From an optimization exercise on the open Yosys and OpenROAD flow, aimed at small area and a short achievable clock period; shortcuts taken in it are not production practice. Only simulation tests tie the RTL to the original design; equivalence was not proved. Power figures rest on the tool's default switching activity, not on a simulated workload.

## design/flow/constraint.sdc

```tcl
create_clock -name core_clock -period 6.0 [get_ports {clk}]
set_input_delay 1.2000 -clock core_clock [delete_from_list [all_inputs] [get_ports {clk}]]
set_output_delay 1.2000 -clock core_clock [all_outputs]
set_load 0.01 [all_outputs]
```

## design/flow/run.sh

```bash
#!/bin/bash
# synth_recipe.tcl (not shown) runs the flow's synth.tcl, then flattens the netlist and writes it again
# the make line also repeats each setting of config.mk as NAME=value (left out here)
make -C /OpenROAD-flow-scripts/flow DESIGN_CONFIG=/design/flow/config.mk WORK_HOME=/design/flow/orfs CLKGATE_MAP_FILE= SYNTH_SCRIPT=/design/flow/synth_recipe.tcl finish
```

## design/flow/config.mk

```make
export PLATFORM = sky130hd
export DESIGN_NAME = rvPipe
export DESIGN_NICKNAME = rvPipe
export VERILOG_FILES = /design/flow/design.v
export SDC_FILE = /design/flow/constraint.sdc
export NUM_CORES = 4
export LEC_CHECK = 0
export CAP_MARGIN = 20
export CORE_MARGIN = 2
export CORE_UTILIZATION = 40
export SLEW_MARGIN = 20
```

## design/flow/design.v

```verilog
`timescale 1ns/1ps
`default_nettype none
package rvIsaPkg;
    localparam logic [6:0] opcodeOp    = 7'b0110011;  
    localparam logic [6:0] opcodeOpImm = 7'b0010011;  
    localparam logic [6:0] opcodeLui   = 7'b0110111;
    localparam logic [6:0] opcodeAuipc = 7'b0010111;
    localparam logic [2:0] f3AddSub = 3'b000;  
    localparam logic [2:0] f3Sll    = 3'b001;
    localparam logic [2:0] f3Slt    = 3'b010;
    localparam logic [2:0] f3Sltu   = 3'b011;
    localparam logic [2:0] f3Xor    = 3'b100;
    localparam logic [2:0] f3SrlSra = 3'b101;  
    localparam logic [2:0] f3Or     = 3'b110;
    localparam logic [2:0] f3And    = 3'b111;
    typedef union packed {
        struct packed {
            logic [6:0]               funct7;   
            logic [5-1:0] rs2;
            logic [5-1:0] rs1;
            logic [2:0]               funct3;
            logic [5-1:0] rd;
            logic [6:0]               opcode;
        } rType;
        struct packed {
            logic [11:0]              imm12;    
            logic [5-1:0] rs1;
            logic [2:0]               funct3;
            logic [5-1:0] rd;
            logic [6:0]               opcode;
        } iType;
        struct packed {
            logic [19:0]              imm20;    
            logic [5-1:0] rd;
            logic [6:0]               opcode;
        } uType;
    } instrWord;
endpackage
`default_nettype wire
`timescale 1ns/1ps
`default_nettype none
package rvPipePkg;
    localparam logic selRs1 = 1'b0;
    localparam logic selPc  = 1'b1;  
    localparam logic selRs2 = 1'b0;
    localparam logic selImm = 1'b1;
    localparam int aluOpW = 4;
    localparam int shamtW = $clog2(32);  
    localparam logic [aluOpW-1:0] aluAdd   = 4'b0000;
    localparam logic [aluOpW-1:0] aluSub   = 4'b1000;
    localparam logic [aluOpW-1:0] aluSll   = 4'b0001;
    localparam logic [aluOpW-1:0] aluSlt   = 4'b0010;
    localparam logic [aluOpW-1:0] aluSltu  = 4'b0011;
    localparam logic [aluOpW-1:0] aluXor   = 4'b0100;
    localparam logic [aluOpW-1:0] aluSrl   = 4'b0101;
    localparam logic [aluOpW-1:0] aluSra   = 4'b1101;
    localparam logic [aluOpW-1:0] aluOr    = 4'b0110;
    localparam logic [aluOpW-1:0] aluAnd   = 4'b0111;
    localparam logic [aluOpW-1:0] aluPassB = 4'b1111;  
endpackage
`default_nettype wire
`timescale 1ns/1ps
`default_nettype none
import rvIsaPkg::*;
module fetchStage (
    input  logic                clk,
    input  logic                rstN,
    input  logic [32-1:0] imemData,   
    output logic [32-1:0] imemAddr,
    output rvIsaPkg::instrWord            decInstr,   
    output logic [32-1:0] decPc       
);
    localparam logic [31:0] nopInstr = {12'd0, 5'd0, f3AddSub, 5'd0, opcodeOpImm};
    logic [32-1:0] pc;
    assign imemAddr = pc;   
    always_ff @(posedge clk) begin
        if (!rstN) begin
            pc <= 32'h0000_0000;
        end else begin
            pc <= pc + 32'd4;   
        end
    end
    always_ff @(posedge clk) begin
        if (!rstN) begin
            decInstr <= nopInstr;
        end else begin
            decInstr <= imemData;
        end
    end
    always_ff @(posedge clk) begin
        decPc <= pc;   
    end
endmodule
`default_nettype wire
`timescale 1ns/1ps
`default_nettype none
module regFile (
    input  logic                     clk,
    input  logic [5-1:0] rs1Idx,
    input  logic [5-1:0] rs2Idx,
    input  logic [5-1:0] wrIdx,
    input  logic                     wrEn,
    input  logic [32-1:0]      wrData,
    output logic [32-1:0]      rs1Data,
    output logic [32-1:0]      rs2Data
);
    logic [32-1:0] regs [1:32-1];   
    function automatic logic [32-1:0] readPort(input logic [5-1:0] idx);
        if (idx == '0) begin
            readPort = '0;
        end else if (wrEn && (idx == wrIdx)) begin
            readPort = wrData;   
        end else begin
            readPort = regs[idx];
        end
    endfunction
    always_ff @(posedge clk) begin
        if (wrEn && (wrIdx != '0)) begin
            regs[wrIdx] <= wrData;   
        end
    end
    always_comb begin
        rs1Data = readPort(rs1Idx);
        rs2Data = readPort(rs2Idx);
    end
endmodule
`default_nettype wire
`timescale 1ns/1ps
`default_nettype none
import rvIsaPkg::*;
import rvPipePkg::*;
module decodeStage (
    input  logic                     clk,
    input  logic                     rstN,
    input  rvIsaPkg::instrWord                 decInstr,
    input  logic [32-1:0]      decPc,
    input  logic [32-1:0]      rs1Data,
    input  logic [32-1:0]      rs2Data,
    output logic [5-1:0] rs1Idx,    
    output logic [5-1:0] rs2Idx,
    output logic [32-1:0]      exOpA,     
    output logic [32-1:0]      exOpB,     
    output logic [32-1:0]      exImm,
    output logic [32-1:0]      exPc,
    output logic                     exSelA,
    output logic                     exSelB,
    output logic [rvPipePkg::aluOpW-1:0]        exAluOp,
    output logic [5-1:0] exRd,
    output logic                     exWrEn     
);
    logic [32-1:0] iImm;
    logic [32-1:0] uImm;
    logic [32-1:0] imm;
    logic                selA;
    logic                selB;
    logic [aluOpW-1:0]   aluOp;
    logic                known;     
    logic                isShift;   
    logic                wrEn;
    assign rs1Idx = decInstr.rType.rs1;
    assign rs2Idx = decInstr.rType.rs2;
    assign iImm = {{(32-12){decInstr.iType.imm12[11]}}, decInstr.iType.imm12};
    assign uImm = {decInstr.uType.imm20, 12'd0};   
    assign isShift = (decInstr.rType.funct3 == f3SrlSra);
    always_comb begin
        selA  = selRs1;
        selB  = selRs2;
        imm   = iImm;
        aluOp = aluAdd;
        known = 1'b0;
        case (decInstr.rType.opcode)
            opcodeOp: begin
                known = 1'b1;
                aluOp = {decInstr.rType.funct7[5] &&
                         (isShift || (decInstr.rType.funct3 == f3AddSub)),
                         decInstr.rType.funct3};
            end
            opcodeOpImm: begin
                known = 1'b1;
                selB  = selImm;
                aluOp = {isShift && decInstr.iType.imm12[10], decInstr.iType.funct3};  
            end
            opcodeLui: begin
                known = 1'b1;
                selB  = selImm;
                imm   = uImm;
                aluOp = aluPassB;   
            end
            opcodeAuipc: begin
                known = 1'b1;
                selA  = selPc;
                selB  = selImm;
                imm   = uImm;
            end
            default: begin
                known = 1'b0;   
            end
        endcase
    end
    assign wrEn = known && (decInstr.rType.rd != '0);   
    always_ff @(posedge clk) begin
        if (!rstN) begin
            exWrEn <= 1'b0;
        end else begin
            exWrEn <= wrEn;
        end
    end
    always_ff @(posedge clk) begin
        exOpA   <= rs1Data;
        exOpB   <= rs2Data;
        exImm   <= imm;
        exPc    <= decPc;
        exSelA  <= selA;
        exSelB  <= selB;
        exAluOp <= aluOp;
        exRd    <= decInstr.rType.rd;
    end
endmodule
`default_nettype wire
`timescale 1ns/1ps
`default_nettype none
import rvPipePkg::*;
module aluUnit (
    input  logic [32-1:0] opA,
    input  logic [32-1:0] opB,
    input  logic [rvPipePkg::aluOpW-1:0]   aluOp,
    output logic [32-1:0] result
);
    logic [shamtW-1:0] shamt;
    logic              ltSigned;
    logic              ltUnsigned;
    assign shamt      = opB[shamtW-1:0];   
    assign ltSigned   = $signed(opA) < $signed(opB);
    assign ltUnsigned = opA < opB;
    always_comb begin
        case (aluOp)
            aluAdd: begin
                result = opA + opB;
            end
            aluSub: begin
                result = opA - opB;
            end
            aluSll: begin
                result = opA << shamt;
            end
            aluSlt: begin
                result = 32'(ltSigned);   
            end
            aluSltu: begin
                result = 32'(ltUnsigned);
            end
            aluXor: begin
                result = opA ^ opB;
            end
            aluSrl: begin
                result = opA >> shamt;
            end
            aluSra: begin
                result = $unsigned($signed(opA) >>> shamt);   
            end
            aluOr: begin
                result = opA | opB;
            end
            aluAnd: begin
                result = opA & opB;
            end
            aluPassB: begin
                result = opB;   
            end
            default: begin
                result = '0;
            end
        endcase
    end
endmodule
`default_nettype wire
`timescale 1ns/1ps
`default_nettype none
import rvPipePkg::*;
module executeStage (
    input  logic                     clk,
    input  logic                     rstN,
    input  logic [32-1:0]      exOpA,
    input  logic [32-1:0]      exOpB,
    input  logic [32-1:0]      exImm,
    input  logic [32-1:0]      exPc,
    input  logic                     exSelA,
    input  logic                     exSelB,
    input  logic [rvPipePkg::aluOpW-1:0]        exAluOp,
    input  logic [5-1:0] exRd,
    input  logic                     exWrEn,
    output logic                     wbValid,   
    output logic [5-1:0] wbRd,
    output logic [32-1:0]      wbData
);
    logic [32-1:0] aluA;
    logic [32-1:0] aluB;
    logic [32-1:0] aluResult;
    assign aluA = (exSelA == selPc)  ? exPc  : exOpA;   
    assign aluB = (exSelB == selImm) ? exImm : exOpB;
    aluUnit alu (
        .opA    (aluA),
        .opB    (aluB),
        .aluOp  (exAluOp),
        .result (aluResult)
    );
    always_ff @(posedge clk) begin
        if (!rstN) begin
            wbValid <= 1'b0;
        end else begin
            wbValid <= exWrEn;   
        end
    end
    always_ff @(posedge clk) begin
        wbRd   <= exRd;
        wbData <= aluResult;
    end
endmodule
`default_nettype wire
`timescale 1ns/1ps
`default_nettype none
import rvIsaPkg::*;
import rvPipePkg::*;
module rvPipe (
    input  logic                     clk,
    input  logic                     rstN,
    input  logic [32-1:0]      imemData,
    output logic [32-1:0]      imemAddr,
    output logic                     wbValid,
    output logic [5-1:0] wbRd,
    output logic [32-1:0]      wbData
);
    logic [32-1:0] decInstr;
    logic [32-1:0] decPc;
    logic [5-1:0] rs1Idx;
    logic [5-1:0] rs2Idx;
    logic [32-1:0]      rs1Data;
    logic [32-1:0]      rs2Data;
    logic [32-1:0]      exOpA;
    logic [32-1:0]      exOpB;
    logic [32-1:0]      exImm;
    logic [32-1:0]      exPc;
    logic                     exSelA;
    logic                     exSelB;
    logic [aluOpW-1:0]        exAluOp;
    logic [5-1:0] exRd;
    logic                     exWrEn;
    fetchStage fetch (
        .clk      (clk),
        .rstN     (rstN),
        .imemData (imemData),
        .imemAddr (imemAddr),
        .decInstr (decInstr),
        .decPc    (decPc)
    );
    decodeStage decode (
        .clk      (clk),
        .rstN     (rstN),
        .decInstr (decInstr),
        .decPc    (decPc),
        .rs1Data  (rs1Data),
        .rs2Data  (rs2Data),
        .rs1Idx   (rs1Idx),
        .rs2Idx   (rs2Idx),
        .exOpA    (exOpA),
        .exOpB    (exOpB),
        .exImm    (exImm),
        .exPc     (exPc),
        .exSelA   (exSelA),
        .exSelB   (exSelB),
        .exAluOp  (exAluOp),
        .exRd     (exRd),
        .exWrEn   (exWrEn)
    );
    regFile regs (
        .clk     (clk),
        .rs1Idx  (rs1Idx),
        .rs2Idx  (rs2Idx),
        .wrIdx   (wbRd),
        .wrEn    (wbValid),
        .wrData  (wbData),
        .rs1Data (rs1Data),
        .rs2Data (rs2Data)
    );
    executeStage execute (
        .clk     (clk),
        .rstN    (rstN),
        .exOpA   (exOpA),
        .exOpB   (exOpB),
        .exImm   (exImm),
        .exPc    (exPc),
        .exSelA  (exSelA),
        .exSelB  (exSelB),
        .exAluOp (exAluOp),
        .exRd    (exRd),
        .exWrEn  (exWrEn),
        .wbValid (wbValid),
        .wbRd    (wbRd),
        .wbData  (wbData)
    );
endmodule
`default_nettype wire
```

==> run summary <==
----------------------------------------------------
[Pwr]
  Comb pwr share ... between 20% and 30%
  Power per standard cell area ... about 350 nW/µm²
  Leakage power of the design ... 23.3 nW
  Sequential cell fraction of total power ... 44.1%
  Worst supply voltage drop on vdd ... 0.244 mV
  Portion of total power attributed to the clock network ... a little over a third
  Power Internal ... roughly 17 mW
  P_sw ... between 7 and 8 mW
  Switch share ... a little under a third

[Place]
  Number of input and output port buffers inserted ... 101
  Dpl hpwl ... between 100000 and 150000 µm
  Global placer's final weighted congestion ... 1.05
  Placement Cell Area ... 66500 µm²
  Setup slack at placement ... between 0.9 and 1 ns

[Clocking]
  CTS root buffer ... sky130_fd_sc_hd__clkbuf_16
  Latest clock arrival within the worst-skew pair ... 0.79 ns
  Number of buffers inserted by hold repair at cts ... 0
  CTS tree ... yes
  Clock net sink count ... between 1000 and 1500
  Htree depth ... 4
  Bufs on Longest Clock Path ... 3
  Number of instances resized during post-cts repair ... 0
  Number of buffers added by the clock tree synthesis step ... between 100 and 150
  Clock input transition at the sequential cells of the worst setup and hold paths ... 0.06 ns
  Setup fix buffers added after clock tree synthesis ... 0

[Yosys]
  Post-synthesis cell type count ... between 90 and 100
  Most instantiated library cell after synthesis ... sky130_fd_sc_hd__edfxtp_1
  Top flip-flop cell by instance count after synthesis ... sky130_fd_sc_hd__edfxtp_1
  Most frequent cells after synthesis ... sky130_fd_sc_hd__edfxtp_1 (992), sky130_fd_sc_hd__mux4_2 (576), sky130_fd_sc_hd__nor2_1 (337)
  Top cell type's share of synthesized area ... between 40 and 50%
  Proportion of synthesized chip area in sequential cells ... between 50% and 60%
  Area contributors post-synth ... sky130_fd_sc_hd__edfxtp_1 (48%), sky130_fd_sc_hd__mux4_2 (21%), sky130_fd_sc_hd__dfxtp_1 (8.6%)
  Dominant cell type by area after synthesis ... sky130_fd_sc_hd__edfxtp_1
  Count of flip-flops with a built-in enable after synthesis ... approximately 990
  Async SR Flop Fraction ... 0%
  Number of instances in the synthesized netlist ... 4151
  Synthesis warning total ... 5
  Count of state elements after synthesis ... ~1300
  Area of the mapped netlist ... roughly 63000 µm²
  Average cell area after synthesis ... between 15 and 20 µm²

[Timing]
  Clk_skew ... around 0.046 ns
  Max Slew Vio Count ... 0
  Worst setup margin ... 0.875 ns
  RSZ-0062 raised after global routing ... no
  Post-route minimum period ... approximately 5.1 ns
  Setup_tns ... 0 ns
  Worst slew margin relative to its limit ... between 20% and 30%
  Number of hold-slack violations in the final timing report ... 0
  Final hold slack ... roughly 0.32 ns
  Period utilization ... ~85%
  Final setup fails ... 0
  Max Clk Rate ... 195 MHz
  Slew @ Worst Pin ... 1.17 ns

[Finish]
  Number of nets at the end of the flow ... 4376
  Layout overhead on the synthesized area ... 13.6%
  Layout fillers ... 13500
  Ratio of cells with drive above 1 in the final layout ... 24.5%
  Final Cell Area ... slightly above 70000 µm²
  Sequential standard cell area ... 35200 µm²
  Combined area of the multi-input logic cells ... roughly 26000 µm²

[Hold path]
  Source of the worst hold timing path ... fetch.decPc[5]
  Hold/Removal Path Class ... reg2reg

[Floorplan]
  I/O Pins ... around 100
  Die X ... between 300 and 400 µm
  Height of the die ... 400 µm
  Number of standard-cell rows in the floorplan ... about 150
  Placeable Area ... approximately 160000 µm²
  Effective utilization at floorplan ... between 40% and 50%
  Die area ... between 150000 and 200000 µm²

[Worst setup path]
  Classification of the worst setup path ... reg2reg
  Category of the worst setup path launch point ... flip-flop
  Data arrival, critical path ... approximately 5.8 ns
  Start of the worst register-to-register path ... decode.exSelB
  Element type at the critical path end ... flip-flop
  Max stage delay cell, worst path ... sky130_fd_sc_hd__a2111oi_0
  WP data required ... approximately 6.7 ns
  Largest driver fanout on the critical path ... 15
  Start point of the critical path ... decode.exSelB
  Largest stage delay on the critical path ... ~0.90 ns
  Cell chain of the critical path ... buf_4 -> mux2_2 -> inv_1 -> ha_1 -> a21oi_1 -> o221ai_1 -> and2_1 -> a2111oi_0 -> buf_4 -> nor3_1 -> a21o_1 -> a21oi_1 -> xnor2_1 -> nor2_1 -> a211o_1

[Global route]
  Global-route wire length before repair ... around 300000 µm
  Maximum number of pins on one net before global-route repair ... around 140
  All-layer global routing usage ... 26.5%
  Antenna violations before repair ... 9
  Vias in the first global route ... ~40000
  Final global-route overflow total ... 0

[Run]
  Number of max-cap violations ... 0

[Drt]
  Avg WL per Cell ... 33.3 µm
  Routed WL ... ~210000 µm
  Iteration count of the initial detailed-routing pass ... 6
  Total via count after detailed routing ... between 40000 and 50000
  Drc violations ... 0
  Vias per cell ... between 6 and 7
  Number of nets with antenna violations after detailed routing ... 0
  Drt initial violations ... around 5400

[Run status]
  Run status ... complete, no violations

----------------------------------------------------
## sequential cells by signal, summed over array words and instances, names as in the netlist
signal,cells
execute.wbValid,1
fetch.decInstr,32
decode.exOpA,32
decode.exAluOp,4
decode.exImm,32
execute.wbRd,5
execute.wbData,32
regs.regs,992
decode.exOpB,32
fetch.decPc,30
decode.exRd,5
decode.exSelB,1
fetch.pc,30
decode.exWrEn,1
decode.exPc,30
decode.exSelA,1
## worst max-delay path, delay by kind of cell, from the launching register on
kind / cells / cell delay, ns
AOI/OAI and AO/OA: 6 / 2.15
xor gates and xnor gates: 1 / 0.14
adders and majority gates: 1 / 0.43
buffers and inverters: 3 / 0.72
DFF: 1 / 0.81
muxes: 1 / 0.40
and+or+nand+nor: 3 / 0.39
## kinds of logic after synthesis
family	after synthesis	synth area share [%]
DFF	1260	56.1
muxes	812	24.9
xor gates and xnor gates	51	0.713
other	1	0.00599
AOI/OAI and AO/OA	737	7.70
and+or+nand+nor	781	5.61
buffers and inverters	402	2.76
adders and majority gates	107	2.16
## power by group through the flow
stage	combinational [mW]	sequential (mW)	clock (mW)
floorplan	2.54	11.4	0
global placement	5.15	11.1	0
detailed placement	5.15	11.1	0
CTS	5.16	10.9	8.73
global route	5.56	10.9	9.05
finish	5.25	10.9	8.60
## per-stage QoR
| stage | utilization [%] | cells | total power, mW |
|---|---|---|---|
| floorplan | - | 4152 | 13.9 |
| global placement | 42.6 | 6147 | 16.2 |
| detailed placement | 42.7 | 6152 | 16.2 |
| CTS | 45.6 | 6407 | 24.8 |
| global route | 45.6 | 6408 | 25.5 |
| finish | 45.6 | 6412 | 24.8 |
## path summary, 6_finish.rpt
| path | to | slack [ns] | cells past startpoint |
|---|---|---|---|
| worst min-delay path | decode.exPc[5] | 0.32 | 0 |
| worst max register to register | execute.wbData[27] | 0.88 | 15 |
| worst min register to register | decode.exPc[5] | 0.32 | 0 |
| worst max-delay path | execute.wbData[27] | 0.88 | 15 |
## layer usage
metal	global-route usage (%)	vias up	share of wire, %	wire, µm
li1	-	16800	-	-
met1	36.9	21100	40	86000
met2	41.5	2188	47	99400
met3	4.93	373	9.0	19100
met4	10.2	8	4.1	8790
met5	0	-	0.023	49
## cell type report
cell class / count / area share, %
multi-input cells: 2490 / 36.6
well taps: 2058 / 3.62
repair buffers: 249 / 3.34
clock buffers: 175 / 5.20
diodes: 4 / 0.0141
clock inverters: 80 / 1.24
flip-flops and latches: 1260 / 49.5
inverters: 96 / 0.514
## layout by cell type, fill, tap and decap left out, types with 12 or more instances in the layout
cell type	count
sky130_fd_sc_hd__a21o_1	37
sky130_fd_sc_hd__mux2_2	17
sky130_fd_sc_hd__o211ai_1	33
sky130_fd_sc_hd__o22ai_1	21
sky130_fd_sc_hd__o31ai_1	12
sky130_fd_sc_hd__nor2_1	300
sky130_fd_sc_hd__buf_12	15
sky130_fd_sc_hd__clkdlybuf4s50_1	100
sky130_fd_sc_hd__a211oi_1	86
sky130_fd_sc_hd__mux4_2	576
sky130_fd_sc_hd__xnor2_1	37
sky130_fd_sc_hd__clkbuf_1	28
sky130_fd_sc_hd__nand2_1	193
sky130_fd_sc_hd__dfxtp_1	254
sky130_fd_sc_hd__o21ai_0	117
sky130_fd_sc_hd__mux2i_1	187
sky130_fd_sc_hd__mux2i_2	15
sky130_fd_sc_hd__mux2i_4	15
sky130_fd_sc_hd__a21oi_1	215
sky130_fd_sc_hd__inv_1	86
sky130_fd_sc_hd__nor2b_1	18
sky130_fd_sc_hd__o221ai_1	19
sky130_fd_sc_hd__clkinv_1	26
sky130_fd_sc_hd__nand2b_1	12
sky130_fd_sc_hd__nor2_4	33
sky130_fd_sc_hd__bufinv_16	14
sky130_fd_sc_hd__a221oi_1	23
sky130_fd_sc_hd__nor3_1	39
sky130_fd_sc_hd__clkinv_2	16
sky130_fd_sc_hd__a31oi_1	24
sky130_fd_sc_hd__buf_4	128
sky130_fd_sc_hd__nand3_1	38
sky130_fd_sc_hd__or3_1	17
sky130_fd_sc_hd__clkbuf_16	140
sky130_fd_sc_hd__nand4_1	17
sky130_fd_sc_hd__and2_1	60
sky130_fd_sc_hd__edfxtp_1	992
sky130_fd_sc_hd__xor2_1	14
sky130_fd_sc_hd__o21ai_1	26
sky130_fd_sc_hd__ha_1	105

-- port drivers added, routing unchanged --
Ports are ideal in the flow. The routed layout listed here was re-timed in OpenROAD. Step 1 (the two cells are an assumption about what drives the block):
set clk [get_ports {clk}]
set_driving_cell -lib_cell sky130_fd_sc_hd__clkbuf_16 $clk
set_driving_cell -lib_cell sky130_fd_sc_hd__buf_2 [delete_from_list [all_inputs] $clk]
Step 2 also shifts input and output timing later by t, the mid clock arrival at the registers, as if the neighbouring blocks saw the same clock. Slacks: ideal / step 1 / step 2; pairs: ideal / step 1.
t (ns): 0.847
slack for setup (ns): 0.875 / 0.875 / 0.875
worst hold slack (ns): 0.322 / 0.322 / 0.322
clock arrival spread, ns: 0.046 / 0.045
After both steps this run still meets setup and hold. For this run, drivers alone change the setup slack by 0.000 ns; drivers and shift together by 0.000 ns.
